Background: an optimization exercise with open tools, aiming at small area, a short achievable clock period and few clock cycles. Do not read the settings as production practice.
In this exercise RTL edits were held to simulation tests only and were not proved equivalent to the original.
Power figures rest on the tool's default switching activity, not on a simulated workload.

== the reference run ==
==> flow/design.v (excerpt) <==
module attn_top (
    input  wire logic         I_CLK,
    input  wire logic         I_RST_N,
    input  wire logic         i_attn_start,
    input  wire logic         i_sa_vld,
    input  wire logic [127:0] i_sa_result,
    output logic              o_sa_start,
    output logic [127:0]      o_mat_1,
    output logic [127:0]      o_mat_2,
    output logic [127:0]      o_data_load,
    output logic              o_data_vld,
    output logic [127:0]      o_att_data,
    input  wire logic         i_bram_rd_vld,
    input  wire logic [127:0] i_bram_rd_mat,
    input  wire logic         i_bram_wr_done,
    output logic              o_rd_ena,
    output logic              o_wr_ena,
    output logic [1:0]        o_bram_sel_mat,
    output logic [0:0]        o_bram_sel_line,
    output logic [0:0]        o_bram_sel_col
);
Size in the first run: ~2500 cells after synthesis, roughly 600 flip-flops, roughly 780 I/O pins, roughly 29000 µm² of cells after synthesis.
export LEC_CHECK = 0
export CAP_MARGIN = 20
export CORE_MARGIN = 2
export CORE_UTILIZATION = 40
export GPL_ROUTABILITY_DRIVEN = 0
export SETUP_SLACK_MARGIN = 2.0
export SLEW_MARGIN = 20
create_clock -name core_clock -period 4.0 [get_ports {I_CLK}]
standard.sh (not shown) runs the stock make flow with config.mk's settings and CLKGATE_MAP_FILE= SYNTH_SCRIPT=/design/flow/synth_recipe.tcl, a recipe that flattens the netlist after the stock synthesis.
==> flow/flow/run.sh <==
#!/bin/bash
# Standard ORFS layout with two placement tweaks:
#  - port buffers use buf_2 (each port still gets its own buffer);
#  - after global placement, each output port's buffer is moved next to the
#    cell that drives it (outbuf_near.tcl), so the register drives a short
#    wire and the buffer drives the long one; detailed placement then
#    legalizes as usual.
set -euo pipefail
export BUFFER_PORTS_ARGS="-buffer_cell sky130_fd_sc_hd__buf_2"
export POST_GLOBAL_PLACE_TCL="$PWD/flow/outbuf_near.tcl"
bash standard.sh > standard_flow.log 2>&1
==> flow/flow/outbuf_near.tcl <==
# Move each output port's buffer next to the cell that drives it, so the
# driving register sees a short wire and the buffer drives the long one.
set n 0
foreach bt [[ord::get_db_block] getBTerms] {
  if {[$bt getIoType] != "OUTPUT"} continue
  set net [$bt getNet]
  set buf ""
  foreach it [$net getITerms] { if {[$it isOutputSignal]} { set buf [$it getInst] } }
  if {$buf == ""} continue
  set drv ""
  foreach it [$buf getITerms] {
    if {[$it isInputSignal]} {
      set n2 [$it getNet]
      if {$n2 == "NULL"} continue
      foreach it2 [$n2 getITerms] { if {[$it2 isOutputSignal]} { set drv [$it2 getInst] } }
    }
  }
  if {$drv == ""} continue
  set loc [$drv getLocation]
  $buf setLocation [lindex $loc 0] [lindex $loc 1]
  incr n
}
puts "moved $n output buffers next to their drivers"
Testbench counts of the reference run, summed over its fixed seeds: cycles 8,704.
Changes in the trial run relative to the reference run:
-- flow/design.v --
<<< the reference run, line 319
        else if (ld_bt)
            b_q <= rd_t;
        if (do_zero)
            d_q <= '0;                         
        else if (ld_d)
            d_q <= i_bram_rd_mat;
        else if (rs_d)
            d_q <= i_sa_result;
        else if (do_copy)
            d_q <= w_q;                        
        if (rs_w)
            w_q <= i_sa_result;
>>> the trial run, line 319
        else if (ld_bt)
            b_q <= rd_t;
        if (do_zero || ld_d || rs_d || do_copy)
            d_q <= ({128{ld_d}} & i_bram_rd_mat) |
                   ({128{rs_d}} & i_sa_result) |
                   ({128{do_copy}} & w_q);
        if (rs_w)
            w_q <= i_sa_result;
Notes after the runs:
Count of different cell masters after synthesis, the trial run vs the reference run: up by a little under 10%
From the reference run to the trial run the numbers moved as follows: combinational share of power went down by 3.1 points, initial core utilization was more or less identical, area of combinational cells with multiple inputs -about 17%, post-synthesis instance total lower, non-clock buffer count lost 25.
Launching instance or port of the critical path = b_q[81]: the trial run; launching instance or port of the critical path = b_q[82]: the reference run
Higher wire length after detailed routing goes to the reference run over the trial run.
Share of the clock period used by the worst path after layout, the trial run and the reference run: higher on the trial run
Of the two values seen for top power consumer group, combinational cells was produced by the reference run and sequential cells by the trial run.
Testbench counts of the trial run, summed over its fixed seeds: cycles 8,704.

Setup of before:
attn_top, a different RTL version from the one above (not shown whole).
Size in the first run: ~2500 cells after synthesis, roughly 600 flip-flops.
Settings: LEC_CHECK=0, CAP_MARGIN=20, CORE_MARGIN=2, CORE_UTILIZATION=40, SETUP_SLACK_MARGIN=2.0, SLEW_MARGIN=20; clock period 4.0 ns.
==> flow/flow/run.sh <==
#!/bin/bash
# Standard ORFS layout; the only change is the cell used for the port
# buffers (buf_2 instead of the default pick), so each port still gets
# its own buffer.
set -euo pipefail
export BUFFER_PORTS_ARGS="-buffer_cell sky130_fd_sc_hd__buf_2"
bash standard.sh > standard_flow.log 2>&1
Testbench counts of before, summed over its fixed seeds: cycles 8,448.
Setup changes, before to after
--- a/flow/design.v
+++ b/flow/design.v
@@ -147,21 +147,21 @@
     logic sa_go;                 
     logic sa_go_r;               
     logic sa_go_c;               
     logic comb_rdy;
     logic rd_q, wr_q, st_q;
     logic last_wr;               
     logic sc_comb;               
     logic dep_ok;
     logic need_ok;
     logic last_done;
-    assign mem_ans  = (rd_q && i_bram_rd_vld) || (wr_q && i_bram_wr_done);
+    assign mem_ans  = mem_busy && (mem_wr ? i_bram_wr_done : i_bram_rd_vld);
     assign mem_free = !mem_busy || mem_ans;
     assign sa_ans   = sa_busy && i_sa_vld;
     assign sa_free  = !sa_busy || i_sa_vld;
     assign active   = running;
     assign start_go = i_attn_start && !running;
     assign dep_ok    = mc_nodep || (mc_cap ? (f_capa || (i_sa_vld && f_capb)) : (f_st || (sa_go && f_stb)));
     assign need_ok   = f_na || (mem_ans && f_nb);
     assign mem_go    = active && mem_free && m_age[1] && !m_end && dep_ok;
     assign sa_go_c   = i_sa_vld && comb_rdy;
     assign sa_go_r   = active && sa_free && s_age[1] && !s_end && need_ok && !sa_go_c;
Results
Going from before to after, mux share of post-synthesis cell area grew by 0.18 points, flip-flop and latch count was more or less identical, sequential share of layout area essentially unchanged. Total design power across before and after: no real change. Clock skew came out lower on after than on before. Between before and after, number of library cell types mapped by synthesis decreased. after against before; count of inserted tapcells is down slightly. Per-cell via count in the routed design: higher on before. before → after: die area went down 1.8%; worst reg-to-reg setup slack shows a reduction of 0.12 ns. On after: via count of the first global-routing pass is 392 lower than what before gave. after does worse than before on smallest hold slack. Lower mean instance size in the synthesized netlist among before and after: after. On depth of the most critical reg-to-reg path: after sits above before.
Testbench counts of after, summed over its fixed seeds: cycles 8,448.

==> afterwards: timing with drivers on the ports <==
Ports are ideal in the flow. The routed layouts listed here were re-timed in OpenROAD.
Step 1 (the two cells are an assumption about what drives the block):
set clk [get_ports {I_CLK}]
set_driving_cell -lib_cell sky130_fd_sc_hd__clkbuf_16 $clk
set_driving_cell -lib_cell sky130_fd_sc_hd__buf_2 [delete_from_list [all_inputs] $clk]
Step 2 adds t to the input delays and takes it off the output delays; t is the mean of the earliest and latest rising clock arrival at the registers after step 1. Input paths then give back, and output paths get back, about the clock's delay inside the block.
Slacks: no drivers / after step 1 / after step 2; pairs: no drivers / after step 1.
| run | t, ns | setup slack, ns | hold WS [ns] |
|---|---|---|---|
| the reference run | 0.672 | 1.990 / 1.924 / 1.405 | 0.213 / 0.184 / 0.436 |
| the trial run | 0.661 | 1.979 / 1.913 / 1.383 | 0.296 / 0.256 / 0.435 |
| before | 0.679 | 1.794 / 1.730 / 1.397 | 0.320 / 0.286 / 0.415 |
| after | 0.665 | 1.847 / 1.779 / 1.333 | 0.274 / 0.269 / 0.438 |
After both steps every run listed still meets setup and hold. For the trial run, which loses most, drivers alone change the setup slack by -0.066 ns; drivers and shift together by -0.596 ns.
